This is an optimization exercise on Yosys and OpenROAD, whose aim is small area, a short achievable clock period and few clock cycles, not a production implementation.
At most, simulation tests tie the RTL to the original design; equivalence was not proved.
For runs 1 to 3 and 5 to 8, only the layout was checked, not whether the RTL still works.
Power is estimated from default activity; no workload was simulated.

[config.mk]
export PLATFORM = sky130hd
export DESIGN_NAME = accum_bank_ctl
export DESIGN_NICKNAME = accum_bank_ctl
export VERILOG_FILES = /design/flow/design.v
export SDC_FILE = /design/flow/constraint.sdc
export NUM_CORES = 4
export LEC_CHECK = 0
export CAP_MARGIN = 20
export CORE_AREA = 4 4 466 466
export DIE_AREA = 0 0 470 470
export SETUP_SLACK_MARGIN = 2.3
export SLEW_MARGIN = 20
[constraint.sdc]
create_clock -name core_clock -period 4.8 [get_ports {clk}]
set_input_delay 0.9600 -clock core_clock [delete_from_list [all_inputs] [get_ports {clk}]]
set_output_delay 0.9600 -clock core_clock [all_outputs]
set_load 0.01 [all_outputs]
[design.v]
package accum_pkg;
    localparam int LO_W = 17;    
endpackage
module accum_ks_add
#(
    parameter int W = 17
) (
    input  logic [W-1:0] a,
    input  logic [W-1:0] b,
    output logic [W-1:0] s,
    output logic         co
);
    localparam int LV = $clog2(W);
    logic [W-1:0] gg [LV+1];
    logic [W-1:0] pp [LV+1];
    assign gg[0] = a & b;
    assign pp[0] = a ^ b;
    for (genvar l = 1; l <= LV; l++) begin : g_lvl
        localparam int D = 1 << (l - 1);
        for (genvar i = 0; i < W; i++) begin : g_bit
            if (i >= D) begin : g_op
                assign gg[l][i] = gg[l-1][i] | (pp[l-1][i] & gg[l-1][i-D]);
                assign pp[l][i] = pp[l-1][i] & pp[l-1][i-D];
            end else begin : g_pass
                assign gg[l][i] = gg[l-1][i];
                assign pp[l][i] = pp[l-1][i];
            end
        end
    end
    assign s  = pp[0] ^ {gg[LV][W-2:0], 1'b0};
    assign co = gg[LV][W-1];
endmodule
module accum_lane
#(
    parameter int IN_W  = 17,
    parameter int ACC_W = 24
) (
    input  logic             clk,
    input  logic             clr_i,    
    input  logic             en_i,     
    input  logic [IN_W-1:0]  in_i,
    output logic [ACC_W-1:0] acc_o,
    output logic             ovf_o
);
    localparam int HI_W = ACC_W - IN_W;
    logic [IN_W-1:0] lo_q, lo_s, lo_n;
    logic [HI_W-1:0] hi_q, hi_p, hi_n;
    logic            c_s, hi_full, top, ovf_q;
    accum_ks_add #(.W(IN_W)) u_add (.a(lo_q), .b(in_i), .s(lo_s), .co(c_s));
    assign hi_p    = hi_q + HI_W'(1);
    assign hi_full = &hi_q;
    assign top     = c_s & hi_full;     
    assign lo_n    = en_i ? (lo_s | {IN_W{top}}) : lo_q;
    assign hi_n    = en_i ? ((c_s ? hi_p : hi_q) | {HI_W{top}}) : hi_q;
    always_ff @(posedge clk) begin
        lo_q  <= lo_n & {IN_W{~clr_i}};
        hi_q  <= hi_n & {HI_W{~clr_i}};
        ovf_q <= (ovf_q | (en_i & top)) & ~clr_i;
    end
    assign acc_o = {hi_q, lo_q};
    assign ovf_o = ovf_q;
endmodule
module accum_bank_ctl
#(
    parameter int NUM_CH   = 32,
    parameter int IN_W     = 17,
    parameter int ACC_W    = 24,
    parameter int CNT_W    = 8
) (
    input  logic                    clk,
    input  logic                    reset_n,
    input  logic                    start,
    input  logic [CNT_W-1:0]        len,
    input  logic                    in_valid,
    output logic                    in_ready,
    input  logic [NUM_CH*IN_W-1:0]  accum_i,
    output logic                    out_valid,
    input  logic                    out_ready,
    output logic [NUM_CH*ACC_W-1:0] result,
    output logic [NUM_CH-1:0]       ovf,
    output logic                    busy
);
    logic             busy_q, rdy_q, vld_q;
    logic [CNT_W-1:0] cnt_q;
    logic             go, beat, last;
    assign go   = start & (~busy_q | (vld_q & out_ready));
    assign beat = in_valid & rdy_q;
    assign last = beat & (cnt_q == CNT_W'(1));
    always_ff @(posedge clk or negedge reset_n) begin
        if (!reset_n) begin
            busy_q   <= 1'b0;
            rdy_q    <= 1'b0;
            vld_q    <= 1'b0;
            cnt_q    <= '0;
        end else begin
            if (go) begin
                busy_q <= 1'b1;
                rdy_q  <= |len;
                vld_q  <= ~|len;
                cnt_q  <= len;
            end else begin
                if (beat) cnt_q <= cnt_q - CNT_W'(1);
                if (last) rdy_q <= 1'b0;
                if (last) vld_q <= 1'b1;
                if (vld_q & out_ready) begin
                    vld_q  <= 1'b0;
                    busy_q <= 1'b0;
                end
            end
        end
    end
    for (genvar i = 0; i < NUM_CH; i++) begin : g_lane
        accum_lane #(.IN_W(IN_W), .ACC_W(ACC_W)) u_lane (
            .clk    (clk),
            .clr_i  (go),
            .en_i   (beat),
            .in_i   (accum_i[i*IN_W +: IN_W]),
            .acc_o  (result[i*ACC_W +: ACC_W]),
            .ovf_o  (ovf[i])
        );
    end
    assign in_ready  = rdy_q;
    assign out_valid = vld_q;
    assign busy      = busy_q;
endmodule
[run.sh]
#!/bin/bash
# synth_recipe.tcl (not shown) runs the flow's synth.tcl, then flattens the netlist and writes it again
# the make line also repeats each setting of config.mk as NAME=value (left out here)
make -C /OpenROAD-flow-scripts/flow DESIGN_CONFIG=/design/flow/config.mk WORK_HOME=/design/flow/orfs CLKGATE_MAP_FILE= SYNTH_SCRIPT=/design/flow/synth_recipe.tcl finish
==> reports/results.ini, run 1 <==
[timing]
setup_tns_ns = 0
slew_viol_final = 0
worst_pin_slew_ns = 0.7371
layout_worst_path_cycle_share = 0.5939
setup_viol = 0
fin_ws_ns = 1.949
rsz0062_at_grt = yes
finalCriticalPeriod_ns = 2.851
fmax_ghz = 0.3508
max_slew_margin = 0.5072
hold_viol_final = 0
final.setup_skew_ns = 0.03798

[synth]
avgSynthCellArea_sq_um = 8.231
yosysWarnings = 5
synth-edff-count = 0
ys_seq_elements = 811
synth_area_sq_um = 53430
synthCells = 6492
async_flop_share = 0.01356
synthFlopType = dfxtp_1
synthDistinctLibCells = 78
syn_nets = 7659
ys_seq_area_frac = 0.3049

[power]
vdd_drop_max_uv = 439.1
power_density_nw_per_um2 = 722.1
leakagePower_nw = 36.76

[global_route]
grt_use_met3 = 0.06714
met2_usage = 0.3973
grt_usage = 0.2311
gr-total-overflow = 0
grt_max_degree = 95
grt_pass1_wl_mm = 389.7
grt_pass1_vias = 57370
grt_busiest_layer = met2
groute.layer.met1.usage = 0.2571
antenna_found_initial = 118

[floorplanning]
die_area_sq_um = 220900
io_pins = 1360
rows = 169
dieWidth_um = 470
initial_core_util = 0.2517
fp.dieH_um = 470
core_area_sq_um = 212300

[outcome]
status = finished clean

[worst_hold_path]
hold_class = flip-flop to flip-flop

[cts]
root_buffer = clkbuf_16
cts_tree = built
cts_buffer_depth = 3
ctsHoldBuffers = 0
clk_latency_ns = 0.75
cts.sinks = 811
cts_buffers = 107
path_clk_slew_ns = 0.06
htreeDepth = 3

[routing]
drt_iter0_markers = 3740
vias = 60010
wl_per_cell_um = 24.61
drt-total-wl_mm = 277.0
drtPass1Iterations = 6
drcViolationCount = 0
ant_nets = 0
viasPerCell = 5.333

[cells_and_area]
nNetsFinal = 9462
layout_commonest_cell = nor2_1
area_growth_pct = 66.74
drive_above_1_share = 0.3570
finalNonFillerCells = 11250
mostFrequentLayoutCells = nor2_1 (567), dfxtp_1 (558), o21ai_0 (532)

[placement]
dp_cells = 10460
routabilityCongestion = 0.9680
hpwlAfterDp_mm = 207.6
dp_slack_ns = 0.6397
io_buffer_count = 1359

[setup_path]
cp.required_ns = 5.45
crit_type = input port to flip-flop
start_kind = input port
cp-end-kind = flip-flop
cp_max_fo = 4
arrival_ns = 3.50

[run]
max_cap_viol_count = 0

[report_power, final]
group	switching (W)	leakage, nW	internal, W	total [W]
combinational	0.0215	28.0	0.0202	0.0417
clock	0.00353	1.92	0.00542	0.00895
sequential	0.00375	6.85	0.00994	0.0137
[worst paths after layout]
path / from / end / slack, ns / cells past startpoint
min: g_lane[10].u_lane.ovf_q / g_lane[10].u_lane.ovf_q / 0.46 / 2
max reg2reg: g_lane[3].u_lane.lo_q[1] / g_lane[3].u_lane.hi_q[5] / 2.06 / 10
max: accum_i[62] / g_lane[3].u_lane.hi_q[5] / 1.95 / 10
min in group asynchronous: reset_n / cnt_q[0] / 0.60 / 1
min reg2reg: g_lane[10].u_lane.ovf_q / g_lane[10].u_lane.ovf_q / 0.46 / 2
max in group asynchronous: reset_n / rdy_q / 3.71 / 1
[synth_stat cells (115+ instances only)]
cell type	instances	area [sq um]
dfxtp_1	800	16020
o21ai_0	650	3253
nor2_1	614	2305
a21oi_1	589	2948
ha_1	578	7232
nand2_1	402	1509
xnor2_1	253	2216
clkbuf_1	251	942.2
nor3_1	244	1221
a31oi_1	232	1451
a21o_1	208	1562
xor2_1	188	1647
inv_1	153	574.3
nand3_1	115	575.6
[state kept, by name, indices dropped and copies added, names as in the netlist]
signal               count
g_lane.u_lane.hi_q     224
rdy_q                    1
busy_q                   1
cnt_q                    8
g_lane.u_lane.lo_q     544
vld_q                    1
g_lane.u_lane.ovf_q     32
[cell type report]
type	instances	area (sq um)
clock inverter	53	787.0
clock buffer	147	3089
fill	20610	123200
antenna	45	112.6
tap	2821	3530
timing repair buffer	1972	18280
multi-input combinational	5248	45980
sequential	811	16720
inverter	155	591.8
[timing repair]
item	4_1_cts	5_1_grt
gates resized for setup	2768	959
setup buffers	280	229
pin swaps	412	632
setup endpoints to repair	1556	777
gates cloned	20	17
[stage by stage]
step | hold WS, ns | area (sq um) | utilization | total power [W]
final | 0.4592 | 89100 | 0.4197 | 0.06434
after global placement | 0.4436 | 75390 | 0.3551 | 0.04819
after detailed placement | 0.4499 | 75390 | 0.3551 | 0.04867
after floorplan | 0.4304 | 59050 | - | 0.03533
after global routing | 0.4740 | 89050 | 0.4194 | 0.06840
after CTS | 0.4568 | 83460 | 0.3931 | 0.05981
[per-layer routing]
layer  part of all wire  up-vias
li1                   -    27850
met1               0.38    29260
met2               0.48     2182
met3              0.078      630
met4              0.065       86
met5             0.0021        -
[critical path, cell delays in order]
cell and delay [ns]:
clkdlybuf4s15_1 0.24, ha_1 0.24, or3_1 0.33, o311a_1 0.30, a211o_1 0.27, o31a_1 0.35, a41o_4 0.24, and3_4 0.18
and2_4 0.16, a311oi_1 0.23
[cells by family (layout without fill, tap and decap cells)]
| kind of cell | after synthesis | in the layout | synth area share |
|---|---|---|---|
| simple gates | 1801 | 1815 | 0.1573 |
| xor+xnor | 441 | 441 | 0.07229 |
| compound gates | 2349 | 2355 | 0.2789 |
| fa+ha+maj | 610 | 610 | 0.1473 |
| mux | 27 | 27 | 0.005058 |
| other cells | 0 | 45 | 0 |
| buf+inv | 453 | 2327 | 0.03421 |
| flops | 811 | 811 | 0.3049 |
==> run 2: changes to the inputs <==
--- a/design.v
+++ b/design.v
@@ -46,14 +46,13 @@
     logic [IN_W-1:0] lo_q, lo_s, lo_n;
-    logic [HI_W-1:0] hi_q, hi_p, hi_n;
-    logic            c_s, hi_full, top, ovf_q;
+    logic [HI_W-1:0] hi_q, hi_s;
+    logic            c_q, c_s, hc, ovf_q, sat;
     accum_ks_add #(.W(IN_W)) u_add (.a(lo_q), .b(in_i), .s(lo_s), .co(c_s));
-    assign hi_p    = hi_q + HI_W'(1);
-    assign hi_full = &hi_q;
-    assign top     = c_s & hi_full;     
-    assign lo_n    = en_i ? (lo_s | {IN_W{top}}) : lo_q;
-    assign hi_n    = en_i ? ((c_s ? hi_p : hi_q) | {HI_W{top}}) : hi_q;
+    assign {hc, hi_s} = {1'b0, hi_q} + {{HI_W{1'b0}}, c_q};
+    assign sat        = ovf_q | hc;
+    assign lo_n       = en_i ? lo_s : lo_q;
     always_ff @(posedge clk) begin
-        lo_q  <= lo_n & {IN_W{~clr_i}};
-        hi_q  <= hi_n & {HI_W{~clr_i}};
-        ovf_q <= (ovf_q | (en_i & top)) & ~clr_i;
+        lo_q  <= (lo_n | {IN_W{sat}}) & {IN_W{~clr_i}};
+        hi_q  <= (hi_s | {HI_W{sat}}) & {HI_W{~clr_i}};
+        c_q   <= en_i & c_s & ~clr_i;
+        ovf_q <= sat & ~clr_i;
     end
@@ -82,3 +81,3 @@
 );
-    logic             busy_q, rdy_q, vld_q;
+    logic             busy_q, rdy_q, vld_q, settle_q;
     logic [CNT_W-1:0] cnt_q;
@@ -93,4 +92,6 @@
             vld_q    <= 1'b0;
+            settle_q <= 1'b0;
             cnt_q    <= '0;
         end else begin
+            settle_q <= ~go & last;
             if (go) begin
@@ -103,3 +104,3 @@
                 if (last) rdy_q <= 1'b0;
-                if (last) vld_q <= 1'b1;
+                if (settle_q) vld_q <= 1'b1;
                 if (vld_q & out_ready) begin
==> reports/results.ini, run 2 <==
[run]
max_cap_viol_count = 0  ; unchanged

[floorplanning]
core_area_sq_um = 212300  ; unchanged
die_area_sq_um = 220900  ; unchanged
rows = 169  ; unchanged
dieWidth_um = 470  ; unchanged
initial_core_util = 0.2574  ; was 0.2517
fp.dieH_um = 470  ; unchanged
io_pins = 1360  ; unchanged

[routing]
drt_iter0_markers = 3729  ; was 3740
wl_per_cell_um = 24.62  ; was 24.61 um
ant_nets = 0  ; unchanged
viasPerCell = 5.205  ; was 5.333
drtPass1Iterations = 6  ; unchanged
vias = 57630  ; was 60.01k
drcViolationCount = 0  ; unchanged
drt-total-wl_mm = 272.6  ; was 277.0 mm

[synth]
synth_top_area_frac = 0.3048  ; was 0.2997
yosysMostFrequentCell = a21oi_1  ; was dfxtp_1
ys_seq_area_frac = 0.3103  ; was 0.3049
synth_fa_ha_area_frac = 0.1514  ; was 0.1473
async_flop_share = 0.01422  ; was 0.01356
ys_seq_elements = 844  ; was 811
avgSynthCellArea_sq_um = 8.137  ; was 8.231 sq um
syn_nets = 7915  ; was 7659
synth_area_sq_um = 54640  ; was 53430 sq um
yosys.area.top_type = dfxtp_1  ; unchanged
yosys.area_share.simple = 0.1457  ; was 0.1573
synthDistinctLibCells = 70  ; was 78
synthFlopType = dfxtp_1  ; unchanged
synth_compound_area_frac = 0.2652  ; was 0.2789
ys_top_cells_by_area = dfxtp_1 (30%), ha_1 (14%), a21oi_1 (8.5%), nand2_1 (5.1%), o21ai_0 (4.5%)  ; was dfxtp_1 (30%), ha_1 (14%), o21ai_0 (6.1%), a21oi_1 (5.5%), nor2_1 (4.3%)
synth-edff-count = 0  ; unchanged
synth_top_family_by_area = compound AO/OA/AOI/OAI gates  ; unchanged
synth-xor-area-share = 0.08591  ; was 0.07228
synthCells = 6716  ; was 6492
muxShareOfSynthArea = 0.006526  ; was 0.005058
synthTopCellsByCount = a21oi_1 (924), dfxtp_1 (832), nand2_1 (738)  ; was dfxtp_1 (800), o21ai_0 (650), nor2_1 (614)
yosysWarnings = 5  ; unchanged

[global_route]
grt_pass1_wl_mm = 387.0  ; was 389.7 mm
grt_max_degree = 128  ; was 95
grt_usage = 0.2319  ; was 0.2311
antenna_found_initial = 99  ; was 118
gr-total-overflow = 0  ; unchanged
grt_pass1_vias = 55750  ; was 57.37k

[power]
combinationalPowerShare = 0.417  ; was 0.648
vdd_drop_max_uv = 320.7  ; was 439.1 uV
p_switching_w = 0.01210  ; was 0.02880 W
seqPwrFrac = 0.283  ; was 0.213
power.internal_w = 0.01892  ; was 0.03553 W
clock_power_share = 0.300  ; was 0.139
power_density_nw_per_um2 = 383.5  ; was 722.1 nW/um^2
p_total_w = 0.03102  ; was 0.06434 W
netSwitchingFraction = 0.3900  ; was 0.4477
leakagePower_nw = 30.56  ; was 36.76 nW

[timing]
rsz0062_at_grt = yes  ; unchanged
final.setup_skew_ns = 0.02404  ; was 0.03798 ns
hold_viol_final = 0  ; unchanged
max_slew_margin = 0.3001  ; was 0.5072
layout_worst_path_cycle_share = 0.5784  ; was 0.5939
fmax_ghz = 0.3602  ; was 0.3508 GHz
setup_tns_ns = 0  ; unchanged
setup_viol = 0  ; unchanged
worst_pin_slew_ns = 1.050  ; was 0.7371 ns
slew_viol_final = 0  ; unchanged
finalCriticalPeriod_ns = 2.776  ; was 2.851 ns
hold_slack_ns = 0.5013  ; was 0.4592 ns

[setup_path]
worstRegToRegCells = 10  ; unchanged
start_kind = input port  ; unchanged
cp.required_ns = 5.49  ; was 5.45 ns
cp-end-kind = flip-flop  ; unchanged
crit_start = accum_i[447]  ; was accum_i[62]
arrival_ns = 3.46  ; was 3.50 ns
cp_max_fo = 4  ; unchanged
reg2reg_from = g_lane[26].u_lane.lo_q[0]  ; was g_lane[3].u_lane.lo_q[1]
crit_type = input port to flip-flop  ; unchanged

[cts]
path_clk_slew_ns = 0.06  ; about the same
root_buffer = clkbuf_16  ; unchanged
cts_tree = built  ; unchanged
htreeDepth = 3  ; unchanged
ctsHoldBuffers = 0  ; unchanged
cts_buffer_depth = 3  ; unchanged
clk_latency_ns = 0.76  ; was 0.75 ns
cts_buffers = 111  ; was 107
cts.sinks = 844  ; was 811

[outcome]
status = finished clean  ; unchanged

[cells_and_area]
multiInputGateArea_sq_um = 40650  ; was 45980 sq um
reg_top3 = g_lane.u_lane.lo_q x544, g_lane.u_lane.hi_q x224  ; was g_lane.u_lane.lo_q x544, g_lane.u_lane.hi_q x224, g_lane.u_lane.ovf_q x32
area_growth_pct = 48.01  ; was 66.74%
finalNonFillerCells = 11070  ; was 11.25k
drive_above_1_share = 0.2061  ; was 0.3570
mostFrequentLayoutCells = a21oi_1 (779), nand2_1 (736), dfxtp_1 (678)  ; was nor2_1 (567), dfxtp_1 (558), o21ai_0 (532)
layout_commonest_cell = a21oi_1  ; was nor2_1
fill_cells = 21670  ; was 20.61k
largest-register = g_lane.u_lane.lo_q  ; unchanged
largest_reg_flops = 544  ; unchanged
nNetsFinal = 9302  ; was 9462
regArea_sq_um = 17200  ; was 16720 sq um

[worst_hold_path]
worstHoldPathCells = 2  ; unchanged
hold_class = flip-flop to flip-flop  ; unchanged
hp-start = g_lane[13].u_lane.lo_q[14]  ; was g_lane[10].u_lane.ovf_q

[placement]
io_buffer_count = 1359  ; unchanged
dp_cells = 10650  ; was 10.46k
hpwlAfterDp_mm = 213.2  ; was 207.6 mm
routabilityCongestion = 0.9581  ; was 0.9680

run 2: timing repair:
action | in CTS | in global routing
pin swaps | 184 | 238
cloned | 3 | 1
setup endpoints to repair | 1428 | 333
buffers inserted | 95 | 63
resized for setup | 2291 | 426
run 2: routing by layer:
| metal | vias to the layer above | global-route usage | wire [um] |
|---|---|---|---|
| met5 | - | 0 | 348 |
| met4 | 54 | 0.1198 | 15690 |
| met3 | 487 | 0.08195 | 24410 |
| met2 | 2030 | 0.3816 | 125300 |
| met1 | 27690 | 0.2648 | 106900 |
| li1 | 27370 | - | - |
run 2: worst paths after layout:
| check | slack, ns | to |
|---|---|---|
| setup / recovery | 2.02 | g_lane[26].u_lane.lo_q[16] |
| hold / removal | 0.50 | g_lane[13].u_lane.lo_q[14] |
| setup reg to reg | 2.08 | g_lane[26].u_lane.lo_q[16] |
| hold reg to reg | 0.50 | g_lane[13].u_lane.lo_q[14] |
| max in group asynchronous | 3.82 | busy_q |
| min in group asynchronous | 0.58 | cnt_q[5] |
run 2: layout make-up:
class                   instances  area share
diodes                         54    0.001671
clock buffers                 145     0.03804
clock inverters                61     0.01139
inverters                     144    0.006683
multi-input cells            5396      0.5026
flip-flops and latches        844      0.2126
well taps                    2821     0.04364
repair buffers               1606      0.1833
run 2: cell families (layout without fill, tap and decap cells):
| logic type | count (synthesis) | in the layout |
|---|---|---|
| AO/OA/AOI/OAI | 2396 | 2396 |
| flip-flops | 844 | 844 |
| multiplexers | 35 | 35 |
| XOR/XNOR | 536 | 536 |
| AND/OR/NAND/NOR | 1786 | 1787 |
| adder cells (fa/ha/maj) | 642 | 642 |
| buffers and inverters | 477 | 1956 |
| other | 0 | 54 |
run 2: power groups by stage:
stage	registers (W)	clock network [W]	logic [W]
after floorplan	0.00885	0	0.00756
after global placement	0.00884	0	0.0123
after detailed placement	0.00887	0	0.0124
after CTS	0.00874	0.00957	0.0124
after global routing	0.00886	0.00978	0.0142
final	0.00877	0.00932	0.0129
run 2: stage by stage:
stage,instance area (sq um),worst slack (ns),util
after floorplan,57250,1.548,-
after CTS,78660,2.085,0.3705
after global routing,80850,1.976,0.3808
final,80880,2.024,0.3810
after global placement,73980,0.7740,0.3485
after detailed placement,73990,0.7743,0.3485
run 2: critical path: stages:
cell	delay, ns
clkdlybuf4s50_1	0.57
ha_4	0.25
o211a_1	0.21
o31a_1	0.14
a311oi_2	0.34
nor2b_1	0.11
o31a_1	0.29
or4_4	0.43
a41oi_2	0.16
==> run 3: changes to the inputs <==
==> flow/run.sh (new file) <==
#!/bin/bash
# Layout flow: the standard layout (standard.sh, ORFS with the standard synthesis), with two
# changes: the port buffers are buf_2 cells instead of the resizer's default pick, and the pins
# may sit on adjacent routing tracks, so the die need not grow to fit 1360 pins.
# Each tool's full output is kept in a log file of its own in this folder.
set -euo pipefail
export BUFFER_PORTS_ARGS="-buffer_cell sky130_fd_sc_hd__buf_2"
export PLACE_PINS_ARGS="-min_distance 1 -min_distance_in_tracks"
bash standard.sh synth > synth.log 2>&1
bash standard.sh > layout.log 2>&1
==> standard.sh (new file) <==
#!/bin/bash
# synth_recipe.tcl (not shown) runs the flow's synth.tcl, then flattens the netlist and writes it again
# the make line also repeats each setting of config.mk as NAME=value (left out here)
make -C /OpenROAD-flow-scripts/flow DESIGN_CONFIG=/design/flow/config.mk WORK_HOME=/design/flow/orfs CLKGATE_MAP_FILE= SYNTH_SCRIPT=/design/flow/synth_recipe.tcl "${@:-finish}"
--- a/config.mk
+++ b/config.mk
@@ -8,4 +8,4 @@
 export CAP_MARGIN = 20
-export CORE_AREA = 4 4 466 466
-export DIE_AREA = 0 0 470 470
+export CORE_MARGIN = 2
+export CORE_UTILIZATION = 45
 export SETUP_SLACK_MARGIN = 2.3
removed: run.sh
==> reports/results.ini, run 3 <==
[outcome]
status = finished clean  ; unchanged

[timing]
final.setup_skew_ns = 0.01532  ; was 0.02404 ns
worst_pin_slew_ns = 1.153  ; was 1.050 ns
fin_ws_ns = 2.105  ; was 2.024 ns
finalCriticalPeriod_ns = 2.695  ; was 2.776 ns
slew_viol_final = 0  ; unchanged
hold_viol_final = 0  ; unchanged
layout_worst_path_cycle_share = 0.5615  ; was 0.5784
setup_tns_ns = 0  ; unchanged
hold_slack_ns = 0.1867  ; was 0.5013 ns
setup_viol = 0  ; unchanged
fmax_ghz = 0.3710  ; was 0.3602 GHz
rsz0062_at_grt = yes  ; unchanged
max_slew_margin = 0.2286  ; was 0.3001

[floorplanning]
rows = 127  ; was 169
initial_core_util = 0.4549  ; was 0.2574
die_area_sq_um = 124200  ; was 220900 sq um
core_area_sq_um = 120100  ; was 212300 sq um
fp.dieH_um = 352.5  ; was 470 um
io_pins = 1360  ; unchanged
dieWidth_um = 352.5  ; was 470 um

[synth]
synth-xor-area-share = 0.08591  ; unchanged
synth_compound_area_frac = 0.2652  ; unchanged
synthDistinctLibCells = 70  ; unchanged
synthCells = 6716  ; unchanged
async_flop_share = 0.01422  ; unchanged
synth_top_family_by_area = compound AO/OA/AOI/OAI gates  ; unchanged
yosys.area_share.simple = 0.1457  ; unchanged
yosys.area.top_type = dfxtp_1  ; unchanged
synthTopCellsByCount = a21oi_1 (924), dfxtp_1 (832), nand2_1 (738)  ; unchanged
ys_top_cells_by_area = dfxtp_1 (30%), ha_1 (14%), a21oi_1 (8.5%), nand2_1 (5.1%), o21ai_0 (4.5%)  ; unchanged
muxShareOfSynthArea = 0.006526  ; unchanged
synth-edff-count = 0  ; unchanged
synth_fa_ha_area_frac = 0.1514  ; unchanged
avgSynthCellArea_sq_um = 8.137  ; unchanged
ys_seq_area_frac = 0.3103  ; unchanged
yosysMostFrequentCell = a21oi_1  ; unchanged
syn_nets = 7915  ; unchanged
ys_seq_elements = 844  ; unchanged
synth_area_sq_um = 54640  ; unchanged
synth_top_area_frac = 0.3048  ; unchanged
synthFlopType = dfxtp_1  ; unchanged
yosysWarnings = 5  ; unchanged

[global_route]
grt_max_degree = 162  ; was 128
grt_busiest_layer = met2  ; unchanged
met2_usage = 0.4656  ; was 0.3816
antenna_found_initial = 156  ; was 99
grt_usage = 0.3285  ; was 0.2319
grt_use_met3 = 0.1304  ; was 0.08195
grt_pass1_vias = 52320  ; was 55.75k
gr-total-overflow = 0  ; unchanged
grt_pass1_wl_mm = 319.5  ; was 387.0 mm
groute.layer.met1.usage = 0.3897  ; was 0.2648

[cells_and_area]
reg_top3 = g_lane.u_lane.lo_q x544, g_lane.u_lane.hi_q x224  ; unchanged
largest-register = g_lane.u_lane.lo_q  ; unchanged
nNetsFinal = 9165  ; was 9302
finalNonFillerCells = 9760  ; was 11.07k
fill_cells = 11260  ; was 21.67k
layout_commonest_cell = buf_2  ; was a21oi_1
drive_above_1_share = 0.2686  ; was 0.2061
area_growth_pct = 28.63  ; was 48.01%
largest_reg_flops = 544  ; unchanged
mostFrequentLayoutCells = buf_2 (1353), a21oi_1 (823), dfxtp_1 (802)  ; was a21oi_1 (779), nand2_1 (736), dfxtp_1 (678)
multiInputGateArea_sq_um = 39060  ; was 40650 sq um
regArea_sq_um = 17000  ; was 17200 sq um

[setup_path]
crit_type = input port to flip-flop  ; unchanged
cp.required_ns = 5.42  ; was 5.49 ns
crit_chain = buf_6, ha_4, fa_2, nand2_2, a21boi_2, o31a_1, a311oi_2, nor2b_1, o31a_1, or4_4, a41oi_2  ; was clkdlybuf4s50_1, ha_4, o211a_1, o31a_1, a311oi_2, nor2b_1, o31a_1, or4_4, a41oi_2
reg2reg_from = g_lane[26].u_lane.lo_q[0]  ; unchanged
crit_start = accum_i[442]  ; was accum_i[447]
slowest_delay_ns = 0.42  ; was 0.57 ns
cp_max_fo = 3  ; was 4
path_common_cell = o31a_1  ; unchanged
critPathSlowestCell = or4_4  ; was clkdlybuf4s50_1
start_kind = input port  ; unchanged
arrival_ns = 3.31  ; was 3.46 ns
cp-end-kind = flip-flop  ; unchanged
r2r_slack_ns = 2.12  ; was 2.08 ns

[cts]
cts_tree = built  ; unchanged
path_clk_slew_ns = 0.06  ; about the same
clk_latency_ns = 0.70  ; was 0.76 ns
cts.sinks = 844  ; unchanged
cts_buffer_depth = 3  ; unchanged
root_buffer = clkbuf_16  ; unchanged
cts_buffers = 103  ; was 111
ctsHoldBuffers = 0  ; unchanged
htreeDepth = 3  ; unchanged

[placement]
routabilityCongestion = 0.9797  ; was 0.9581
io_buffer_count = 1359  ; unchanged
dp_slack_ns = 1.264  ; was 0.7743 ns
dp_cells = 9407  ; was 10.65k
hpwlAfterDp_mm = 162.6  ; was 213.2 mm

[routing]
drtPass1Iterations = 6  ; unchanged
viasPerCell = 5.738  ; was 5.205
drt_iter0_markers = 4184  ; was 3729
drt-total-wl_mm = 215.7  ; was 272.6 mm
vias = 56000  ; was 57.63k
wl_per_cell_um = 22.10  ; was 24.62 um
ant_nets = 0  ; unchanged
drcViolationCount = 0  ; unchanged

[worst_hold_path]
hold_class = input port to asynchronous set/reset pin  ; was flip-flop to flip-flop

[power]
p_total_w = 0.02815  ; was 0.03102 W
power_density_nw_per_um2 = 400.5  ; was 383.5 nW/um^2
leakagePower_nw = 28.02  ; was 30.56 nW
vdd_drop_max_uv = 293.0  ; was 320.7 uV

[run]
max_cap_viol_count = 0  ; unchanged

-- run 3: cell counts after synthesis --
Identical to the previous run, type by type.
-- run 3: layout make-up --
class,count,share of cell area
clock buffer,150,0.04308
tap,1612,0.02869
clock inverter,39,0.006942
inverter,144,0.007690
antenna,98,0.003489
multi-input combinational,5397,0.5557
sequential,844,0.2418
timing repair buffer,1476,0.1126
-- run 3: final timing paths --
check / to / cells after the start
max reg2reg: g_lane[26].u_lane.lo_q[16] / 10
min reg2reg: settle_q / 1
min in group core_clock: settle_q / 1
min: busy_q / 1
max: g_lane[26].u_lane.lo_q[16] / 11
max in group asynchronous: cnt_q[2] / 1
-- run 3: logic make-up (layout without fill, tap and decap cells) --
| family | Yosys count | count (layout) |
|---|---|---|
| xor+xnor | 536 | 536 |
| fa+ha+maj | 642 | 642 |
| flops | 844 | 844 |
| simple gates | 1786 | 1788 |
| buf+inv | 477 | 1809 |
| compound gates | 2396 | 2396 |
| mux | 35 | 35 |
| other cells | 0 | 98 |
-- run 3: report_power, final --
part / total [W] / switching, W / internal (W)
registers: 0.00859 / 0.000767 / 0.00783
clock network: 0.00820 / 0.00331 / 0.00490
logic: 0.0114 / 0.00680 / 0.00455
total: 0.0282 / 0.0109 / 0.0173
-- run 3: metal layers --
metal,vias to the layer above,share of wire
li1,27120,-
met1,26130,0.40
met2,1928,0.41
met3,711,0.10
met4,114,0.089
met5,-,0.0040
-- run 3: metrics by stage --
step	area [sq um]	util
6_report	70290	0.5851
2_1_floorplan	57250	-
3_3_place_gp	65400	0.5444
4_1_cts	69170	0.5758
5_1_grt	70220	0.5846
3_5_place_dp	65400	0.5444
-- run 3: worst max-delay path: cells and delay by family --
family,cells,cell delay [ns]
AO/OA/AOI/OAI,5,1.16
adder cells (fa/ha/maj),2,0.49
AND/OR/NAND/NOR,3,0.60
buffers and inverters,1,0.10
-- run 3: timing repair --
| action | CTS | global route |
|---|---|---|
| setup buffers | 18 | 46 |
| setup endpoints to repair | 249 | 85 |
| pin swaps | 26 | 104 |
| gates cloned | 1 | 1 |
| endpoints found under the hold margin | 0 | 0 |
| resized for setup | 21 | 109 |
==> run 4: changes to the inputs <==
--- a/design.v
+++ b/design.v
@@ -12,3 +12,3 @@
 );
-    localparam int LV = $clog2(W);
+    localparam int LV = (W > 16) ? 5 : (W > 8) ? 4 : (W > 4) ? 3 : (W > 2) ? 2 : 1;
     logic [W-1:0] gg [LV+1];
==> reports/results.ini, run 4 <==
[synth]
async_flop_share = 0.01422  ; unchanged
synth_area_sq_um = 54640  ; unchanged
synth-edff-count = 0  ; unchanged
synthFlopType = dfxtp_1  ; unchanged
avgSynthCellArea_sq_um = 8.137  ; unchanged
ys_seq_area_frac = 0.3103  ; unchanged
ys_seq_elements = 844  ; unchanged
syn_nets = 7915  ; unchanged
yosysMostFrequentCell = a21oi_1  ; unchanged
yosys.area.top_type = dfxtp_1  ; unchanged
synthCells = 6716  ; unchanged
yosysWarnings = 5  ; unchanged
synthDistinctLibCells = 70  ; unchanged
synth_top_area_frac = 0.3048  ; unchanged
ys_top_cells_by_area = dfxtp_1 (30%), ha_1 (14%), a21oi_1 (8.5%), nand2_1 (5.1%), o21ai_0 (4.5%)  ; unchanged
synthTopCellsByCount = a21oi_1 (924), dfxtp_1 (832), nand2_1 (738)  ; unchanged

[cts]
path_clk_slew_ns = 0.06  ; about the same
cts_buffers = 103  ; unchanged
cts.sinks = 844  ; unchanged
clk_latency_ns = 0.70  ; about the same
ctsHoldBuffers = 0  ; unchanged
htreeDepth = 3  ; unchanged
root_buffer = clkbuf_16  ; unchanged
cts_buffer_depth = 3  ; unchanged
cts_tree = built  ; unchanged

[power]
netSwitchingFraction = 0.3865  ; unchanged
power.internal_w = 0.01727  ; unchanged
leakagePower_nw = 28.02  ; unchanged
clock_power_share = 0.291  ; about the same
seqPwrFrac = 0.305  ; about the same
power_density_nw_per_um2 = 400.5  ; unchanged
p_total_w = 0.02815  ; unchanged
combinationalPowerShare = 0.403  ; about the same
vdd_drop_max_uv = 293.0  ; unchanged
p_switching_w = 0.01088  ; unchanged

[routing]
viasPerCell = 5.738  ; unchanged
drt-total-wl_mm = 215.7  ; unchanged
drtPass1Iterations = 6  ; unchanged
drt_iter0_markers = 4184  ; unchanged
vias = 56000  ; unchanged
drcViolationCount = 0  ; unchanged
wl_per_cell_um = 22.10  ; unchanged
ant_nets = 0  ; unchanged

[setup_path]
r2r_slack_ns = 2.12  ; about the same
arrival_ns = 3.31  ; about the same
cp_max_fo = 3  ; unchanged
critPathSlowestCell = or4_4  ; unchanged
slowest_delay_ns = 0.42  ; about the same
crit_chain = buf_6, ha_4, fa_2, nand2_2, a21boi_2, o31a_1, a311oi_2, nor2b_1, o31a_1, or4_4, a41oi_2  ; unchanged
path_common_cell = o31a_1  ; unchanged
cp.required_ns = 5.42  ; about the same
cp-end-kind = flip-flop  ; unchanged
start_kind = input port  ; unchanged
path_delay_family = compound AO/OA/AOI/OAI gates  ; unchanged
path_buf_inv = 1  ; unchanged
crit_type = input port to flip-flop  ; unchanged

[timing]
final.setup_skew_ns = 0.01532  ; unchanged
max_slew_margin = 0.2286  ; unchanged
fin_ws_ns = 2.105  ; unchanged
worst_pin_slew_ns = 1.153  ; unchanged
fmax_ghz = 0.3710  ; unchanged
setup_tns_ns = 0  ; unchanged
slew_viol_final = 0  ; unchanged
setup_viol = 0  ; unchanged
hold_slack_ns = 0.1867  ; unchanged
layout_worst_path_cycle_share = 0.5615  ; unchanged
finalCriticalPeriod_ns = 2.695  ; unchanged
hold_viol_final = 0  ; unchanged
rsz0062_at_grt = yes  ; unchanged

[global_route]
grt_pass1_wl_mm = 319.5  ; unchanged
gr-total-overflow = 0  ; unchanged
grt_pass1_vias = 52320  ; unchanged
antenna_found_initial = 156  ; unchanged
grt_max_degree = 162  ; unchanged
grt_usage = 0.3285  ; unchanged

[placement]
io_buffer_count = 1359  ; unchanged
hpwlAfterDp_mm = 162.6  ; unchanged
routabilityCongestion = 0.9797  ; unchanged
dp_slack_ns = 1.264  ; unchanged
dp_cells = 9407  ; unchanged

[cells_and_area]
finalNonFillerCells = 9760  ; unchanged
area_growth_pct = 28.63  ; unchanged
fill_cells = 11260  ; unchanged
nNetsFinal = 9165  ; unchanged
mostFrequentLayoutCells = buf_2 (1353), a21oi_1 (823), dfxtp_1 (802)  ; unchanged
reg_top3 = g_lane.u_lane.lo_q x544, g_lane.u_lane.hi_q x224  ; unchanged
drive_above_1_share = 0.2686  ; unchanged
layout_commonest_cell = buf_2  ; unchanged
largest-register = g_lane.u_lane.lo_q  ; unchanged
largest_reg_flops = 544  ; unchanged

[floorplanning]
rows = 127  ; unchanged
fp.dieH_um = 352.5  ; unchanged
initial_core_util = 0.4549  ; unchanged
die_area_sq_um = 124200  ; unchanged
core_area_sq_um = 120100  ; unchanged
io_pins = 1360  ; unchanged
dieWidth_um = 352.5  ; unchanged

[run]
max_cap_viol_count = 0  ; unchanged

[worst_hold_path]
hold_class = input port to asynchronous set/reset pin  ; unchanged

[outcome]
status = finished clean  ; unchanged

[run 4: cell counts in the layout (fill, tap and decap cells not counted)]
Identical to the previous run, type by type.
[run 4: path summary, 6_finish.rpt]
kind | to | cells after the start | startpoint
worst max-delay path | g_lane[26].u_lane.lo_q[16] | 11 | accum_i[442]
worst min-delay path | busy_q | 1 | reset_n
worst max register to register | g_lane[26].u_lane.lo_q[16] | 10 | g_lane[26].u_lane.lo_q[0]
worst min register to register | settle_q | 1 | cnt_q[7]
max in group asynchronous | cnt_q[2] | 1 | reset_n
min in group core_clock | settle_q | 1 | cnt_q[7]
[run 4: worst reg2reg max path, delay by kind of cell, from the launching register on]
kind / cells / cell delay [ns]
compound gates: 5 / 1.16
fa+ha+maj: 2 / 0.50
flops: 1 / 0.34
simple gates: 3 / 0.60
[run 4: area by class of cell]
| type | count | area, sq um | share of cell area |
|---|---|---|---|
| Antenna cell | 98 | 245.2 | 0.003489 |
| Clock buffer | 150 | 3028 | 0.04308 |
| Clock inverter | 39 | 488.0 | 0.006942 |
| Inverter | 144 | 540.5 | 0.007690 |
| Multi-Input combinational cell | 5397 | 39060 | 0.5557 |
| Sequential cell | 844 | 17000 | 0.2418 |
| Tap cell | 1612 | 2017 | 0.02869 |
| Timing Repair Buffer | 1476 | 7913 | 0.1126 |
[run 4: cell families after synthesis]
logic type,Yosys count,share of synthesized area
flops,844,0.3103
compound gates,2396,0.2652
fa+ha+maj,642,0.1514
xor+xnor,536,0.08591
mux,35,0.006526
buf+inv,477,0.03496
simple gates,1786,0.1457
[run 4: repair_timing]
item                                    CTS  global route
pin swaps                                26           104
resized for setup                        21           109
setup buffers                            18            46
endpoints found under the setup margin  249            85
gates cloned                              1             1
[run 4: power by group through the flow]
stage                     clock network [W]  registers [W]  logic [W]
after detailed placement                  0        0.00871     0.0109
after global placement                    0        0.00868     0.0108
after CTS                           0.00834        0.00857     0.0111
after floorplan                           0        0.00885    0.00756
after global routing                0.00863        0.00870     0.0125
final                               0.00820        0.00859     0.0114
[run 4: per-stage QoR]
| step | area, sq um | utilization |
|---|---|---|
| after detailed placement | 65400 | 0.5444 |
| final | 70290 | 0.5851 |
| after global placement | 65400 | 0.5444 |
| after global routing | 70220 | 0.5846 |
| after floorplan | 57250 | - |
| after CTS | 69170 | 0.5758 |
[run 4: routing by layer]
metal,part of all wire,vias up,global-route usage
li1,-,27120,-
met4,0.089,114,0.2658
met1,0.40,26130,0.3897
met5,0.0040,-,0.01385
met3,0.10,711,0.1304
met2,0.41,1928,0.4656
Testbench counts of run 4, summed over its fixed seeds: cycles 17,539.
==> run 5: changes to the inputs <==
--- a/design.v
+++ b/design.v
@@ -3,31 +3,2 @@
 endpackage
-module accum_ks_add
-#(
-    parameter int W = 17
-) (
-    input  logic [W-1:0] a,
-    input  logic [W-1:0] b,
-    output logic [W-1:0] s,
-    output logic         co
-);
-    localparam int LV = (W > 16) ? 5 : (W > 8) ? 4 : (W > 4) ? 3 : (W > 2) ? 2 : 1;
-    logic [W-1:0] gg [LV+1];
-    logic [W-1:0] pp [LV+1];
-    assign gg[0] = a & b;
-    assign pp[0] = a ^ b;
-    for (genvar l = 1; l <= LV; l++) begin : g_lvl
-        localparam int D = 1 << (l - 1);
-        for (genvar i = 0; i < W; i++) begin : g_bit
-            if (i >= D) begin : g_op
-                assign gg[l][i] = gg[l-1][i] | (pp[l-1][i] & gg[l-1][i-D]);
-                assign pp[l][i] = pp[l-1][i] & pp[l-1][i-D];
-            end else begin : g_pass
-                assign gg[l][i] = gg[l-1][i];
-                assign pp[l][i] = pp[l-1][i];
-            end
-        end
-    end
-    assign s  = pp[0] ^ {gg[LV][W-2:0], 1'b0};
-    assign co = gg[LV][W-1];
-endmodule
 module accum_lane
@@ -35,3 +6,4 @@
     parameter int IN_W  = 17,
-    parameter int ACC_W = 24
+    parameter int ACC_W = 24,
+    parameter int L0_W  = 9
 ) (
@@ -44,17 +16,23 @@
 );
+    localparam int L1_W = IN_W - L0_W;
     localparam int HI_W = ACC_W - IN_W;
-    logic [IN_W-1:0] lo_q, lo_s, lo_n;
+    logic [L0_W-1:0] lo0_q, lo0_s;
+    logic [L1_W-1:0] lo1_q, lo1_s;
     logic [HI_W-1:0] hi_q, hi_s;
-    logic            c_q, c_s, hc, ovf_q, sat;
-    accum_ks_add #(.W(IN_W)) u_add (.a(lo_q), .b(in_i), .s(lo_s), .co(c_s));
-    assign {hc, hi_s} = {1'b0, hi_q} + {{HI_W{1'b0}}, c_q};
-    assign sat        = ovf_q | hc;
-    assign lo_n       = en_i ? lo_s : lo_q;
+    logic [IN_W-1:0] b;
+    logic            c0_q, c0_s, c1_q, c1_s, hc, ovf_q, sat;
+    assign b             = in_i & {IN_W{en_i}};
+    assign {c0_s, lo0_s} = {1'b0, lo0_q} + {1'b0, b[L0_W-1:0]};
+    assign {c1_s, lo1_s} = {1'b0, lo1_q} + {1'b0, b[IN_W-1:L0_W]} + {{L1_W{1'b0}}, c0_q};
+    assign {hc, hi_s}    = {1'b0, hi_q} + {{HI_W{1'b0}}, c1_q};
+    assign sat           = ovf_q | hc;
     always_ff @(posedge clk) begin
-        lo_q  <= (lo_n | {IN_W{sat}}) & {IN_W{~clr_i}};
+        lo0_q <= (lo0_s | {L0_W{sat}}) & {L0_W{~clr_i}};
+        lo1_q <= (lo1_s | {L1_W{sat}}) & {L1_W{~clr_i}};
         hi_q  <= (hi_s | {HI_W{sat}}) & {HI_W{~clr_i}};
-        c_q   <= en_i & c_s & ~clr_i;
+        c0_q  <= c0_s & ~clr_i;
+        c1_q  <= c1_s & ~clr_i;
         ovf_q <= sat & ~clr_i;
     end
-    assign acc_o = {hi_q, lo_q};
+    assign acc_o = {hi_q, lo1_q, lo0_q};
     assign ovf_o = ovf_q;
@@ -81,3 +59,4 @@
 );
-    logic             busy_q, rdy_q, vld_q, settle_q;
+    logic             busy_q, rdy_q, vld_q;
+    logic [1:0]       settle_q;
     logic [CNT_W-1:0] cnt_q;
@@ -92,6 +71,6 @@
             vld_q    <= 1'b0;
-            settle_q <= 1'b0;
+            settle_q <= '0;
             cnt_q    <= '0;
         end else begin
-            settle_q <= ~go & last;
+            settle_q <= {settle_q[0], last} & {2{~go}};
             if (go) begin
@@ -104,3 +83,3 @@
                 if (last) rdy_q <= 1'b0;
-                if (settle_q) vld_q <= 1'b1;
+                if (settle_q[1]) vld_q <= 1'b1;
                 if (vld_q & out_ready) begin
--- a/config.mk
+++ b/config.mk
@@ -10,3 +10,3 @@
 export CORE_UTILIZATION = 45
-export SETUP_SLACK_MARGIN = 2.3
+export SETUP_SLACK_MARGIN = 2.4
 export SLEW_MARGIN = 20
==> reports/results.ini, run 5 <==
[outcome]
status = aborted with a tool error  ; was finished clean
lastStage = global routing
error = [ERROR GRT-0232] Routing congestion too high. Check the congestion heatmap in the GUI.

[synth]
synthCells = 6018  ; was 6716
syn_nets = 7249  ; was 7915
synth_area_sq_um = 51840  ; was 54640 sq um
muxShareOfSynthArea = 0.0001931  ; was 0.006526
synth_top_family_by_area = compound AO/OA/AOI/OAI gates  ; unchanged
ys_seq_elements = 877  ; was 844
synth_fa_ha_area_frac = 0.1766  ; was 0.1514
synth_top_area_frac = 0.3337  ; was 0.3048
yosysWarnings = 2  ; was 5
yosys.area_share.simple = 0.1780  ; was 0.1457
async_flop_share = 0.01482  ; was 0.01422
yosysMostFrequentCell = a21oi_1  ; unchanged
synth_compound_area_frac = 0.1828  ; was 0.2652
synthTopCellsByCount = a21oi_1 (895), dfxtp_1 (864), nor2_1 (626)  ; was a21oi_1 (924), dfxtp_1 (832), nand2_1 (738)
yosys.area.top_type = dfxtp_1  ; unchanged
synth-edff-count = 0  ; unchanged
ys_seq_area_frac = 0.3399  ; was 0.3103
ys_top_cells_by_area = dfxtp_1 (33%), ha_1 (14%), a21oi_1 (8.6%), and3_1 (5.7%), xor2_1 (4.8%)  ; was dfxtp_1 (30%), ha_1 (14%), a21oi_1 (8.5%), nand2_1 (5.1%), o21ai_0 (4.5%)
synthDistinctLibCells = 46  ; was 70
synth-xor-area-share = 0.08144  ; was 0.08591
avgSynthCellArea_sq_um = 8.614  ; was 8.137 sq um
synthFlopType = dfxtp_1  ; unchanged

[cts]
root_buffer = clkbuf_16  ; unchanged
ctsHoldBuffers = 0  ; unchanged
cts_buffer_depth = 3  ; unchanged
htreeDepth = 3  ; unchanged
cts_buffers = 105  ; was 103
cts.sinks = 877  ; was 844

[placement]
dp_cells = 8634  ; was 9407
routabilityCongestion = 0.9944  ; was 0.9797
post_dp_cell_area_sq_um = 60160  ; was 65400 sq um
io_buffer_count = 1359  ; unchanged
dp_slack_ns = 1.035  ; was 1.264 ns
hpwlAfterDp_mm = 148.7  ; was 162.6 mm

[global_route]
grt_usage = 0.3688
gr-total-overflow = 1
grt_max_degree = 191

[floorplanning]
dieWidth_um = 343.4  ; was 352.5 um
fp.dieH_um = 343.4  ; was 352.5 um
rows = 124  ; was 127
initial_core_util = 0.4533  ; was 0.4549
io_pins = 1360  ; unchanged

==> run 5: changes by cell type after synthesis, moves of 47 or more <==
| cell | previous run | this run |
|---|---|---|
| xnor2_1 | 260 | 198 |
| and3_1 | 47 | 473 |
| a21o_1 | 185 | 64 |
| fa_1 | 32 | 96 |
| nor2b_1 | 28 | 97 |
| nor2_1 | 434 | 626 |
| a31oi_1 | 258 | 77 |
| o21a_1 | 75 | 128 |
| o21ai_0 | 489 | 169 |
| nor3_1 | 118 | 3 |
| nand2_1 | 738 | 303 |
| inv_1 | 144 | 227 |
| nand3_1 | 183 | 133 |
| and2_1 | 49 | 2 |
==> run 5: cells by family after synthesis <==
kind of cell | after synthesis
buffers and inverters | 532
muxes | 1
DFF | 877
adders and majority gates | 674
xor gates and xnor gates | 482
AOI/OAI and AO/OA | 1616
and+or+nand+nor | 1836
==> run 5: worst max-delay path by stage <==
stage | to | slack, ns | depth (start not counted)
2_1_floorplan | g_lane[11].u_lane.lo1_q[6] | 1.68 | 13
3_3_place_gp | g_lane[19].u_lane.lo1_q[6] | 1.11 | 11
3_5_place_dp | g_lane[24].u_lane.lo1_q[6] | 1.03 | 11
4_1_cts | g_lane[3].u_lane.lo1_q[6] | 2.07 | 10
==> run 5: through the flow <==
step	total power, W	hold slack [ns]
after floorplan	0.02023	0.4277
after global placement	0.02347	0.4360
after detailed placement	0.02364	0.4466
after CTS	0.03470	0.1207
==> run 5: layer usage <==
metal | GRT usage | GRT overflow
met1 | 0.4179 | 0
met2 | 0.5376 | 1
met3 | 0.1689 | 0
met4 | 0.2818 | 0
met5 | 0.02444 | 0
==> run 5: power by group through the flow <==
stage | Clock (W) | Combinational, W | Sequential, W
floorplan | 0 | 0.0114 | 0.00888
global placement | 0 | 0.0146 | 0.00883
detailed placement | 0 | 0.0148 | 0.00884
CTS | 0.00871 | 0.0173 | 0.00868
==> run 5: timing repair <==
item / 4_1_cts
gates cloned: 25
hold endpoints to repair: 0
resized for setup: 354
pin swaps: 76
endpoints found under the setup margin: 524
buffers inserted: 42
==> run 6: changes to the inputs <==
--- a/config.mk
+++ b/config.mk
@@ -9,3 +9,3 @@
 export CORE_MARGIN = 2
-export CORE_UTILIZATION = 45
+export CORE_UTILIZATION = 35
 export SETUP_SLACK_MARGIN = 2.4
==> reports/results.ini, run 6 <==
[setup_path]
crit_type = flip-flop to flip-flop
cp.required_ns = 5.34
cp-end-kind = flip-flop
cp_max_fo = 9
arrival_ns = 3.39
start_kind = flip-flop

[synth]
synth_area_sq_um = 51840  ; unchanged
yosysWarnings = 2  ; unchanged
synthDistinctLibCells = 46  ; unchanged
async_flop_share = 0.01482  ; unchanged
synthTopCellsByCount = a21oi_1 (895), dfxtp_1 (864), nor2_1 (626)  ; unchanged
synth-edff-count = 0  ; unchanged
synthFlopType = dfxtp_1  ; unchanged
yosys.area.top_type = dfxtp_1  ; unchanged
syn_nets = 7249  ; unchanged
ys_seq_area_frac = 0.3399  ; unchanged
avgSynthCellArea_sq_um = 8.614  ; unchanged
synthCells = 6018  ; unchanged
ys_top_cells_by_area = dfxtp_1 (33%), ha_1 (14%), a21oi_1 (8.6%), and3_1 (5.7%), xor2_1 (4.8%)  ; unchanged
yosysMostFrequentCell = a21oi_1  ; unchanged
synth_top_area_frac = 0.3337  ; unchanged
ys_seq_elements = 877  ; unchanged

[cts]
cts_buffers = 105  ; unchanged
htreeDepth = 3  ; unchanged
path_clk_slew_ns = 0.06
cts_buffer_depth = 3  ; unchanged
cts_tree = built
clk_latency_ns = 0.72
root_buffer = clkbuf_16  ; unchanged
cts.sinks = 877  ; unchanged

[cells_and_area]
fill_cells = 13260
reg_top3 = g_lane.u_lane.lo0_q x288, g_lane.u_lane.lo1_q x256, g_lane.u_lane.hi_q x224
design_area_sq_um = 77620
largest_reg_flops = 288
layout_commonest_cell = buf_2
nNetsFinal = 8845
mostFrequentLayoutCells = buf_2 (1354), dfxtp_1 (861), a21oi_1 (704)
area_growth_pct = 49.74
largest-register = g_lane.u_lane.lo0_q
drive_above_1_share = 0.4284

[global_route]
gr-total-overflow = 0
antenna_found_initial = 122
grt_pass1_wl_mm = 321.0
grt_usage = 0.2760
grt_max_degree = 123
grt_pass1_vias = 50530

[routing]
vias = 54180
ant_nets = 0
viasPerCell = 5.576
drcViolationCount = 0
drt-total-wl_mm = 236.6
wl_per_cell_um = 24.35
drt_iter0_markers = 3924
drtPass1Iterations = 10

[timing]
slew_viol_final = 0
finalCriticalPeriod_ns = 2.848
worst_pin_slew_ns = 1.170
rsz0062_at_grt = yes
setup_viol = 0
final.setup_skew_ns = 0.03712
max_slew_margin = 0.2198
fin_ws_ns = 1.952
setup_tns_ns = 0
hold_viol_final = 0
layout_worst_path_cycle_share = 0.5934
fmax_ghz = 0.3511

[power]
power_density_nw_per_um2 = 526.6
leakagePower_nw = 33.22
vdd_drop_max_uv = 359.9

[floorplanning]
rows = 141  ; was 124
dieWidth_um = 388.8  ; was 343.4 um
io_pins = 1360  ; unchanged
fp.dieH_um = 388.8  ; was 343.4 um
initial_core_util = 0.3519  ; was 0.4533
die_area_sq_um = 151200
core_area_sq_um = 147300

[placement]
io_buffer_count = 1359  ; unchanged
hpwlAfterDp_mm = 154.7  ; was 148.7 mm
post_dp_cell_area_sq_um = 60920  ; was 60160 sq um
routabilityCongestion = 1.004  ; was 0.9944
dp_slack_ns = 0.8677  ; was 1.035 ns

[worst_hold_path]
hold_class = input port to asynchronous set/reset pin

[outcome]
status = finished clean  ; was aborted with a tool error

[run]
max_cap_viol_count = 0

run 6: metrics by stage:
stage | instances | utilization | total power, W | hold slack, ns
floorplan | 6018 | - | 0.02023 | 0.4277
global placement | 9070 | 0.4135 | 0.02350 | 0.4416
detailed placement | 9070 | 0.4136 | 0.02372 | 0.4399
CTS | 9406 | 0.4693 | 0.03532 | 0.07659
global route | 9684 | 0.5264 | 0.04319 | 0.1258
finish | 9716 | 0.5269 | 0.04087 | 0.1372
run 6: worst max-delay path, stage by stage (launching register included):
cell and delay [ns]:
dfrtp_4 0.51, and2_4 0.26, buf_12 0.13, buf_16 0.16
nand2_1 0.10, fa_2 0.37, fa_2 0.36, nor2b_2 0.15
o31ai_1 0.10, a21oi_1 0.26, xnor2_1 0.17, a21oi_1 0.09
run 6: final timing paths:
path	from	slack, ns	endpoint	depth (start not counted)
max	rdy_q	1.95	g_lane[5].u_lane.lo1_q[6]	11
min	reset_n	0.14	cnt_q[7]	1
max reg2reg	rdy_q	1.95	g_lane[5].u_lane.lo1_q[6]	11
min reg2reg	settle_q[0]	0.46	settle_q[1]	1
max in group asynchronous	reset_n	4.39	rdy_q	1
min in group core_clock	settle_q[0]	0.46	settle_q[1]	1
run 6: routing by layer:
metal | track usage | wire [um] | vias to the layer above
li1 | - | - | 24570
met1 | 0.3386 | 92510 | 25950
met2 | 0.3970 | 98850 | 2730
met3 | 0.1096 | 26840 | 858
met4 | 0.1825 | 17860 | 72
met5 | 0.005742 | 499 | -
run 6: where the power goes:
part	switching (W)	internal, W	total [W]
registers	0.000650	0.00812	0.00877
logic	0.0119	0.0120	0.0239
clock network	0.00348	0.00470	0.00818
run 6: cell families after synthesis:
logic type	synth area share
DFF	0.3399
xor gates and xnor gates	0.08144
adders and majority gates	0.1766
buffers and inverters	0.04108
AOI/OAI and AO/OA	0.1828
and+or+nand+nor	0.1780
muxes	0.0001931
run 6: what timing repair did:
item	in CTS	in global routing
buffers inserted	118	191
hold buffers	0	0
gates cloned	26	31
pin swaps	229	717
setup endpoints to repair	584	432
gates resized for setup	586	1127
run 6: layout make-up:
class,instances,area [sq um],share of cell area
antenna,87,217.7,0.002805
clock buffer,160,3087,0.03977
multi-input combinational,4611,40820,0.5259
sequential,877,17630,0.2271
clock inverter,32,355.3,0.004578
inverter,227,897.1,0.01156
timing repair buffer,1792,12200,0.1571
tap,1930,2415,0.03111
==> run 7: changes to the inputs <==
==> flow/run.sh (replaced) <==
#!/bin/bash
# Layout flow: the standard layout (standard.sh, ORFS with the standard synthesis), with
# these changes: the port buffers are buf_2 cells instead of the resizer's default pick; the
# pins may sit on adjacent routing tracks, so the die need not grow to fit 1360 pins; and the
# placement repair caps net fanout (flow/fanout.tcl) so wide control nets get buffer trees.
# Each tool's full output is kept in a log file of its own in this folder.
set -euo pipefail
export BUFFER_PORTS_ARGS="-buffer_cell sky130_fd_sc_hd__buf_2"
export PLACE_PINS_ARGS="-min_distance 1 -min_distance_in_tracks"
export PRE_RESIZE_TCL="$(pwd)/flow/fanout.tcl"
bash standard.sh synth > synth.log 2>&1
bash standard.sh > layout.log 2>&1
==> flow/fanout.tcl (new file) <==
# Before the placement repair: cap every net's fanout, so that repair_design builds buffer
# trees for the wide control nets (the beat and job-accept signals reach every lane).
set_max_fanout 12 [current_design]
==> reports/results.ini, run 7 <==
[synth]
yosysWarnings = 2  ; unchanged
synth-edff-count = 0  ; unchanged
yosys.area.top_type = dfxtp_1  ; unchanged
syn_nets = 7249  ; unchanged
synthTopCellsByCount = a21oi_1 (895), dfxtp_1 (864), nor2_1 (626)  ; unchanged
ys_top_cells_by_area = dfxtp_1 (33%), ha_1 (14%), a21oi_1 (8.6%), and3_1 (5.7%), xor2_1 (4.8%)  ; unchanged
ys_seq_elements = 877  ; unchanged
synthCells = 6018  ; unchanged
synth_area_sq_um = 51840  ; unchanged
async_flop_share = 0.01482  ; unchanged
ys_seq_area_frac = 0.3399  ; unchanged
yosysMostFrequentCell = a21oi_1  ; unchanged
synthDistinctLibCells = 46  ; unchanged
synthFlopType = dfxtp_1  ; unchanged
synth_top_area_frac = 0.3337  ; unchanged
avgSynthCellArea_sq_um = 8.614  ; unchanged

[placement]
hpwlAfterDp_mm = 169.4  ; was 154.7 mm
io_buffer_count = 1359  ; unchanged
dp_cells = 9303  ; was 9070
routabilityCongestion = 1.004  ; unchanged

[cts]
htreeDepth = 3  ; unchanged
cts_buffers = 104  ; was 105
cts.sinks = 877  ; unchanged
root_buffer = clkbuf_16  ; unchanged
cts_buffer_depth = 3  ; unchanged

[floorplanning]
initial_core_util = 0.3519  ; unchanged
fp.dieH_um = 388.8  ; unchanged
io_pins = 1360  ; unchanged
rows = 141  ; unchanged
dieWidth_um = 388.8  ; unchanged

[global_route]
grt_max_degree = 15
grt_usage = 0.3010
gr-total-overflow = 1

[outcome]
lastStage = global routing
error = [ERROR GRT-0232] Routing congestion too high. Check the congestion heatmap in the GUI.
status = aborted with a tool error  ; was finished clean

[timing]
repair-timing-grt-worst-ep = g_lane[1].u_lane.lo0_q[8]$_DFF_P_/D
worstEndpointType = sequential cell input

## run 7: cell counts after synthesis
No cell type changed its count.
## run 7: timing repair
item                                   CTS
hold buffers                             1
pin swaps                               90
endpoints found under the hold margin    1
buffers inserted                        56
setup endpoints to repair              876
gates cloned                             5
gates resized for setup                938
## run 7: worst max-delay path by stage
stage / from / to / slack (ns) / cells after the start
after CTS: rdy_q / in_ready / 1.86 / 5
after floorplan: in_valid / g_lane[11].u_lane.lo1_q[6] / 1.68 / 13
after global placement: in_valid / g_lane[19].u_lane.lo1_q[6] / 0.92 / 11
after detailed placement: rdy_q / g_lane[22].u_lane.c1_q / -2.90 / 15
## run 7: kinds of logic after synthesis
group                    Yosys count  share of synthesized area
AO/OA/AOI/OAI                   1616                     0.1828
XOR/XNOR                         482                    0.08144
adder cells (fa/ha/maj)          674                     0.1766
buffers and inverters            532                    0.04108
flip-flops                       877                     0.3399
multiplexers                       1                  0.0001931
AND/OR/NAND/NOR                 1836                     0.1780
## run 7: stage by stage
stage               worst slack, ns  hold slack [ns]  area (sq um)
floorplan                     1.678           0.4277         52140
global placement             0.9164           0.4416         60910
detailed placement           -2.896           0.4420         63240
CTS                           1.861           0.4147         68260
## run 7: power groups by stage
| stage | logic [W] | registers [W] | clock network, W |
|---|---|---|---|
| after floorplan | 0.0114 | 0.00888 | 0 |
| after global placement | 0.0146 | 0.00886 | 0 |
| after detailed placement | 0.0156 | 0.00880 | 0 |
| after CTS | 0.0167 | 0.00866 | 0.00879 |
## run 7: routing by layer
| layer | GRT usage | GRT overflow |
|---|---|---|
| met3 | 0.1295 | 0 |
| met2 | 0.4517 | 1 |
| met1 | 0.3491 | 0 |
| met4 | 0.1937 | 0 |
| met5 | 0.01435 | 0 |
==> run 8: changes to the inputs <==
--- a/flow/run.sh
+++ b/flow/run.sh
@@ -10,2 +10,3 @@
 export PRE_RESIZE_TCL="$(pwd)/flow/fanout.tcl"
+export PRE_GLOBAL_ROUTE_TCL="$(pwd)/flow/grt.tcl"
 bash standard.sh synth > synth.log 2>&1
==> flow/grt.tcl (new file) <==
# Before global routing: derate the routing layers' capacity a little less than the
# platform's 20%, so a single over-full edge near the dense pin rows does not stop the flow.
set_global_routing_layer_adjustment met1-met5 0.12
==> reports/results.ini, run 8 <==
[power]
seqPwrFrac = 0.211
power_density_nw_per_um2 = 516.2
combinationalPowerShare = 0.579
p_total_w = 0.04136
vdd_drop_max_uv = 315.6
power.internal_w = 0.02556
netSwitchingFraction = 0.3819
clock_power_share = 0.209
p_switching_w = 0.01579
leakagePower_nw = 35.15

[floorplanning]
io_pins = 1360  ; unchanged
initial_core_util = 0.3519  ; unchanged
fp.dieH_um = 388.8  ; unchanged
die_area_sq_um = 151200
rows = 141  ; unchanged
core_area_sq_um = 147300
dieWidth_um = 388.8  ; unchanged

[global_route]
grt_pass1_wl_mm = 311.6
grt_max_degree = 15
grt_pass1_vias = 50340
antenna_found_initial = 112
grt_usage = 0.2440
gr-total-overflow = 0

[cells_and_area]
reg_top3 = g_lane.u_lane.lo0_q x288, g_lane.u_lane.lo1_q x256, g_lane.u_lane.hi_q x224
area_growth_pct = 54.56
layout_commonest_cell = buf_2
nNetsFinal = 9131
largest-register = g_lane.u_lane.lo0_q
largest_reg_flops = 288
drive_above_1_share = 0.4498
final_core_util = 0.5439
mostFrequentLayoutCells = buf_2 (1372), dfxtp_1 (861), a21oi_1 (691)

[synth]
yosys.area.top_type = dfxtp_1  ; unchanged
async_flop_share = 0.01482  ; unchanged
avgSynthCellArea_sq_um = 8.614  ; unchanged
ys_seq_elements = 877  ; unchanged
syn_nets = 7249  ; unchanged
synth_top_area_frac = 0.3337  ; unchanged
synthFlopType = dfxtp_1  ; unchanged
synth-edff-count = 0  ; unchanged
ys_top_cells_by_area = dfxtp_1 (33%), ha_1 (14%), a21oi_1 (8.6%), and3_1 (5.7%), xor2_1 (4.8%)  ; unchanged
synthCells = 6018  ; unchanged
synth_area_sq_um = 51840  ; unchanged
yosysWarnings = 2  ; unchanged
synthTopCellsByCount = a21oi_1 (895), dfxtp_1 (864), nor2_1 (626)  ; unchanged
ys_seq_area_frac = 0.3399  ; unchanged
synthDistinctLibCells = 46  ; unchanged
yosysMostFrequentCell = a21oi_1  ; unchanged

[placement]
io_buffer_count = 1359  ; unchanged
dp_slack_ns = -2.896  ; unchanged
routabilityCongestion = 1.004  ; unchanged
hpwlAfterDp_mm = 169.4  ; unchanged

[routing]
drt-total-wl_mm = 231.5
wl_per_cell_um = 23.16
drcViolationCount = 0
ant_nets = 0
drt_iter0_markers = 3514
drtPass1Iterations = 8
vias = 55020
viasPerCell = 5.506

[cts]
root_buffer = clkbuf_16  ; unchanged
cts.sinks = 877  ; unchanged
clk_latency_ns = 0.72
path_clk_slew_ns = 0.05
cts_buffer_depth = 3  ; unchanged
htreeDepth = 3  ; unchanged
cts_buffers = 104  ; unchanged
cts_tree = built

[setup_path]
cp.required_ns = 5.35
path_common_cell = buf_12
reg2reg_to = g_lane[2].u_lane.lo0_q[8]
crit_type = flip-flop to flip-flop
slowest_delay_ns = 0.48
r2r_slack_ns = 1.86
start_kind = flip-flop
crit_start = rdy_q
reg2reg_from = rdy_q
worstRegToRegCells = 15
cp_max_fo = 7
critPathSlowestCell = dfrtp_4
arrival_ns = 3.49
crit_chain = buf_12, and2_4, buf_12, buf_12, buf_12, buf_12, buf_12, buf_6, nand2_4, fa_2, nor2b_2, o31a_1, o31ai_2, xor2_1, a21oi_1
cp-end-kind = flip-flop

[timing]
rsz0062_at_grt = yes
slew_viol_final = 0
hold_viol_final = 0
finalCriticalPeriod_ns = 2.936
fmax_ghz = 0.3406
setup_viol = 0
max_slew_margin = 0.2409
layout_worst_path_cycle_share = 0.6116
final.setup_skew_ns = 0.03363
worst_pin_slew_ns = 1.133
fin_ws_ns = 1.864

[run]
max_cap_viol_count = 0

[worst_hold_path]
min_to = settle_q[1]
hold_class = flip-flop to flip-flop
hp-start = settle_q[0]
worstHoldPathCells = 1

[outcome]
status = finished clean  ; was aborted with a tool error

run 8: kinds of logic after synthesis:
kind of cell               synth area share
AOI/OAI and AO/OA                    0.1828
adders and majority gates            0.1766
xor gates and xnor gates            0.08144
muxes                             0.0001931
buffers and inverters               0.04108
DFF                                  0.3399
and+or+nand+nor                      0.1780
run 8: metrics by stage:
stage	instance area (sq um)	cells	TNS (ns)	hold WS, ns
2_1_floorplan	52140	6018	0	0.4277
3_3_place_gp	60910	9070	0	0.4416
3_5_place_dp	63240	9303	-1227.16	0.4420
4_1_cts	68260	9556	0	0.4147
5_1_grt	80040	9961	0	0.4615
6_report	80120	9994	0	0.4583
run 8: final cells by class:
| type | instances | area, sq um |
|---|---|---|
| antenna | 79 | 197.7 |
| clock buffer | 141 | 2954 |
| timing repair buffer | 2081 | 14310 |
| multi-input combinational | 4609 | 41020 |
| inverter | 227 | 879.6 |
| sequential | 877 | 17630 |
| fill | 12940 | 67190 |
| clock inverter | 50 | 719.4 |
| tap | 1930 | 2415 |
run 8: worst max-delay path: cells and delay by family (launching register included):
| kind | cells | cell delay, ns |
|---|---|---|
| xor gates and xnor gates | 1 | 0.17 |
| and+or+nand+nor | 3 | 0.26 |
| DFF | 1 | 0.48 |
| buffers and inverters | 7 | 0.96 |
| AOI/OAI and AO/OA | 3 | 0.66 |
| adders and majority gates | 1 | 0.22 |
run 8: worst max-delay path by stage:
stage / endpoint / slack [ns] / cells after the start
after detailed placement: g_lane[22].u_lane.c1_q / -2.90 / 15
after CTS: in_ready / 1.86 / 5
after global placement: g_lane[19].u_lane.lo1_q[6] / 0.92 / 11
after floorplan: g_lane[11].u_lane.lo1_q[6] / 1.68 / 13
final: g_lane[2].u_lane.lo0_q[8] / 1.86 / 15
after global routing: g_lane[7].u_lane.lo1_q[7] / 1.76 / 16
run 8: layer usage:
layer	share of wire	routed length (um)	track usage	vias to the layer above
met3	0.10	24060	0.09404	826
li1	-	-	-	25140
met5	0.0023	542	0	-
met2	0.43	99410	0.3549	2539
met1	0.39	90560	0.2968	26440
met4	0.073	16900	0.1461	80
run 8: repair_timing:
action,CTS,global route
pin swaps,90,920
endpoints found under the hold margin,1,0
setup buffers,56,344
endpoints found under the setup margin,876,807
gates cloned,5,15
resized for setup,938,1959
hold buffers,1,0
run 8: power groups by stage:
| stage | clock [W] | sequential (W) | combinational [W] |
|---|---|---|---|
| 6_report | 0.00865 | 0.00874 | 0.0240 |
| 5_1_grt | 0.00907 | 0.00882 | 0.0258 |
| 2_1_floorplan | 0 | 0.00888 | 0.0114 |
| 3_5_place_dp | 0 | 0.00880 | 0.0156 |
| 3_3_place_gp | 0 | 0.00886 | 0.0146 |
| 4_1_cts | 0.00879 | 0.00866 | 0.0167 |

port drivers added, routing unchanged:
Ports are ideal in the flow. The routed layouts listed here were re-timed in OpenROAD.
Step 1: set_driving_cell puts a clkbuf_16 on clk and a buf_2 on each other input, an assumption about the parent block.
Step 2, shift: input delay + t, output delay - t, t = (earliest + latest rising clock arrival at the registers) / 2. This alone moves slack from input paths to output paths.
a / b / c = ideal / step 1 / step 2; a / b = the first two.
| run | t (ns) | slack for setup (ns) |
|---|---|---|
| run 1 | 0.829 | 1.949 / 1.956 / 1.127 |
| run 2 | 0.830 | 2.024 / 2.066 / 1.236 |
| run 3 | 0.768 | 2.105 / 2.118 / 1.379 |
| run 4 | 0.768 | 2.105 / 2.118 / 1.379 |
| run 6 | 0.784 | 1.952 / 1.817 / 1.033 |
| run 8 | 0.788 | 1.864 / 1.860 / 1.132 |
After both steps every run listed still meets setup and hold.
